Context: an optimization exercise on an open-source flow, tuned for a short achievable clock period and few clock cycles per item. The choices shown serve that exercise and are no tape-out recipe.
In this exercise RTL edits were held to simulation tests only and were not proved equivalent to the original.
The clock port is modelled as an ideal driver, which makes a skipped or thinned clock tree look cheaper than it is; a real chip needs a root buffer or a tree.
Power and IR drop assume default switching activity.

## build 38
// alu_issue_ctrl
module alu_issue_ctrl
#(
    parameter int DATA_WIDTH     = alu_issue_ctrl_pkg::DATA_WIDTH_DEF,
    parameter int ALU_OPRN_WIDTH = alu_issue_ctrl_pkg::ALU_OPRN_WIDTH_DEF,
    parameter int REG_ADDR_WIDTH = alu_issue_ctrl_pkg::REG_ADDR_WIDTH_DEF
) (
    input  logic                      CLK,
    input  logic                      RST,
    input  logic                      REQ_VALID,
    output logic                      REQ_READY,
    input  logic [ALU_OPRN_WIDTH-1:0] REQ_OPRN,
    input  logic [REG_ADDR_WIDTH-1:0] REQ_RS1,
    input  logic [REG_ADDR_WIDTH-1:0] REQ_RS2,
    input  logic [REG_ADDR_WIDTH-1:0] REQ_RD,
    input  logic                      REQ_IMM_SEL,
    input  logic [DATA_WIDTH-1:0]     REQ_IMM,
    output logic [DATA_WIDTH-1:0]     ALU_OP1,
    output logic [DATA_WIDTH-1:0]     ALU_OP2,
    output logic [ALU_OPRN_WIDTH-1:0] ALU_OPRN,
    input  logic [DATA_WIDTH-1:0]     ALU_RESULT,
    output logic                      RSP_VALID,
    input  logic                      RSP_READY,
    output logic [DATA_WIDTH-1:0]     RSP_DATA,
    output logic [REG_ADDR_WIDTH-1:0] RSP_RD
);
export LEC_CHECK = 0
export ABC_CLOCK_PERIOD_IN_PS = 2000
export CAP_MARGIN = 50
export CORE_MARGIN = 2
export CORE_UTILIZATION = 40
export PLACE_DENSITY = 0.6
export SETUP_SLACK_MARGIN = 3.2
export SLEW_MARGIN = 70
export TNS_END_PERCENT = 100
create_clock -name core_clock -period 5.0 [get_ports {CLK}]
standard.sh (not shown) runs the stock make flow with config.mk's settings and CLKGATE_MAP_FILE= SYNTH_SCRIPT=/design/flow/synth_recipe.tcl, a recipe that flattens the netlist after the stock synthesis.
==> flow/flow/run.sh <==
#!/bin/bash
# Standard ORFS layout with one hook before clock tree synthesis
# (flow/pre_cts.tcl): it places the output flip-flops beside their output
# buffers and builds a balanced three-level clock tree (flow/clock_tree.tcl) in
# place of the flow's clock_tree_synthesis. All tool output goes to
# orfs_make.log here and to ORFS's own logs under orfs/logs.
set -euo pipefail
here=$(pwd)
bash standard.sh PRE_CTS_TCL="$here/flow/pre_cts.tcl" finish > "$here/orfs_make.log" 2>&1
==> flow/flow/pre_cts.tcl <==
# Before clock tree synthesis: put each flip-flop that drives an output
# port's buffer right beside that buffer, and the few other gates its output
# drives right beside the flip-flop, so the wires on the flop's output are
# short; then legalise the placement again.
set block [ord::get_db_block]
set moved 0
set moved_gates 0
foreach bt [$block getBTerms] {
  if {[$bt getIoType] ne "OUTPUT"} { continue }
  set net [$bt getNet]
  if {$net eq "NULL"} { continue }
  set buf ""
  foreach it [$net getITerms] {
    if {[$it isOutputSignal]} { set buf [$it getInst] }
  }
  if {$buf eq ""} { continue }
  set in_net ""
  foreach it [$buf getITerms] {
    if {[$it isInputSignal] && [$it getNet] ne "NULL"} { set in_net [$it getNet] }
  }
  if {$in_net eq ""} { continue }
  set ff ""
  set others {}
  foreach it [$in_net getITerms] {
    set inst [$it getInst]
    if {[$it isOutputSignal]} {
      set ff $inst
    } elseif {[$inst getName] ne [$buf getName]} {
      lappend others $inst
    }
  }
  if {$ff eq ""} { continue }
  if {![[$ff getMaster] isSequential]} { continue }
  if {[llength $others] > 2} { continue }
  set skip 0
  foreach o $others { if {[[$o getMaster] isSequential]} { set skip 1 } }
  if {$skip} { continue }
  set loc [$buf getLocation]
  set bx [lindex $loc 0]
  set by [lindex $loc 1]
  set w [[$ff getMaster] getWidth]
  set x [expr {$bx - $w}]
  if {$x < 0} { set x [expr {$bx + [[$buf getMaster] getWidth]}] }
  $ff setLocation $x $by
  incr moved
  set ox $x
  foreach o $others {
    set ow [[$o getMaster] getWidth]
    set ox [expr {$ox - $ow}]
    if {$ox < 0} { set ox [expr {$bx + [[$buf getMaster] getWidth]}] }
    $o setLocation $ox $by
    incr moved_gates
  }
}
puts "pre_cts: moved $moved output flip-flops beside their buffers and $moved_gates gates beside them"

# Input port buffers: use a plain buffer where the flow left a delay cell
set db [ord::get_db]
set inbuf [$db findMaster sky130_fd_sc_hd__buf_4]
set swapped 0
foreach bt [$block getBTerms] {
  if {[$bt getIoType] ne "INPUT"} { continue }
  if {[$bt getName] eq "CLK"} { continue }
  set net [$bt getNet]
  if {$net eq "NULL"} { continue }
  foreach it [$net getITerms] {
    set inst [$it getInst]
    set mname [[$inst getMaster] getName]
    if {[string match "sky130_fd_sc_hd__clkdlybuf*" $mname] || [string match "sky130_fd_sc_hd__dlygate*" $mname] || [string match "sky130_fd_sc_hd__dlymetal*" $mname]} {
      $inst swapMaster $inbuf
      incr swapped
    }
  }
}
puts "pre_cts: $swapped input buffers changed from delay cells to buf_4"
detailed_placement
check_placement -verbose

# Clock tree: a balanced three-level tree built here (see clock_tree.tcl) in
# place of the flow's clock_tree_synthesis: the clock port drives four
# clkinv_16, each drives clkinv_16 mids, each drives clkbuf_16 leaves, each
# leaf about 24 flip-flops.
source [file join [file dirname [info script]] clock_tree.tcl]
manual_cts3 CLK 4 3 24 sky130_fd_sc_hd__clkinv_16 sky130_fd_sc_hd__clkinv_16 sky130_fd_sc_hd__clkbuf_16
detailed_placement
check_placement -verbose
set_propagated_clock [all_clocks]
rename clock_tree_synthesis flow_clock_tree_synthesis
proc clock_tree_synthesis {args} {
  puts "clock tree already built by flow/clock_tree.tcl; skipping clock_tree_synthesis $args"
}
Other scripts of this flow, unchanged in this note and not shown: flow/flow/clock_tree.tcl
Testbench counts of build 38, summed over its fixed seeds: cycles 12,032, items 12,000.
Changes in trial 40 relative to build 38:
diff --git a/flow/flow/pre_cts.tcl b/flow/flow/pre_cts.tcl
--- a/flow/flow/pre_cts.tcl
+++ b/flow/flow/pre_cts.tcl
@@ -82,5 +82,5 @@
 # leaf about 24 flip-flops.
 source [file join [file dirname [info script]] clock_tree.tcl]
-manual_cts3 CLK 4 3 24 sky130_fd_sc_hd__clkinv_16 sky130_fd_sc_hd__clkinv_16 sky130_fd_sc_hd__clkbuf_16
+manual_cts3 CLK 4 2 24 sky130_fd_sc_hd__clkinv_16 sky130_fd_sc_hd__clkinv_16 sky130_fd_sc_hd__clkbuf_16
 detailed_placement
 check_placement -verbose
Results
Every stage of the flow completed for trial 40, and the final layout passed the timing, design-rule and antenna checks. Between trial 40 and build 38, the detailed-route vias per instance does not differ in any meaningful way. Per the comparison of trial 40 with build 38, part of the power in the clock network now sits lower; power now sits lower; share of cell area taken by flip-flops and latches now sits at about the same level; total non-filler cell area in the finished layout now sits at about the same level; final design utilization now sits at about the same level. Changes observed in trial 40 relative to build 38: average routed wire per standard cell level; wire length of the first global-routing pass essentially unchanged; routed length on met2 went up 500 µm. On number of resized instances in the post-cts repair step, the lower figure sits with trial 40, not build 38.
In every run of this note, the design's own scripts or RTL, not TritonCTS, make the clock network.

-- static timing again, ports no longer ideal --
How much do the figures lean on ideal ports? The routed layouts below were timed once more, with nothing changed but the port constraints.
Step 1 sets driving cells, clkbuf_16 on the clock port and buf_2 on the other inputs (assumed; they add their load-dependent delay and slew).
Step 2, shift: input delay + t, output delay - t, t = (earliest + latest rising clock arrival at the registers) / 2. This alone moves slack from input paths to output paths.
a / b / c = no drivers / after step 1 / after step 2; a / b = the first two.
run	t, ns	setup WS [ns]	latest minus earliest clock arrival (ns)	pins driven straight from the clock port
build 38	0.714	3.066 / 2.776 / 2.656	0.040 / 0.039	4
trial 40	0.674	3.131 / 2.836 / 2.693	0.030 / 0.029	4
After both steps every run listed still meets setup and hold. The setup slack of trial 40, which loses most, moves by -0.295 ns with the drivers and by -0.438 ns with both steps.
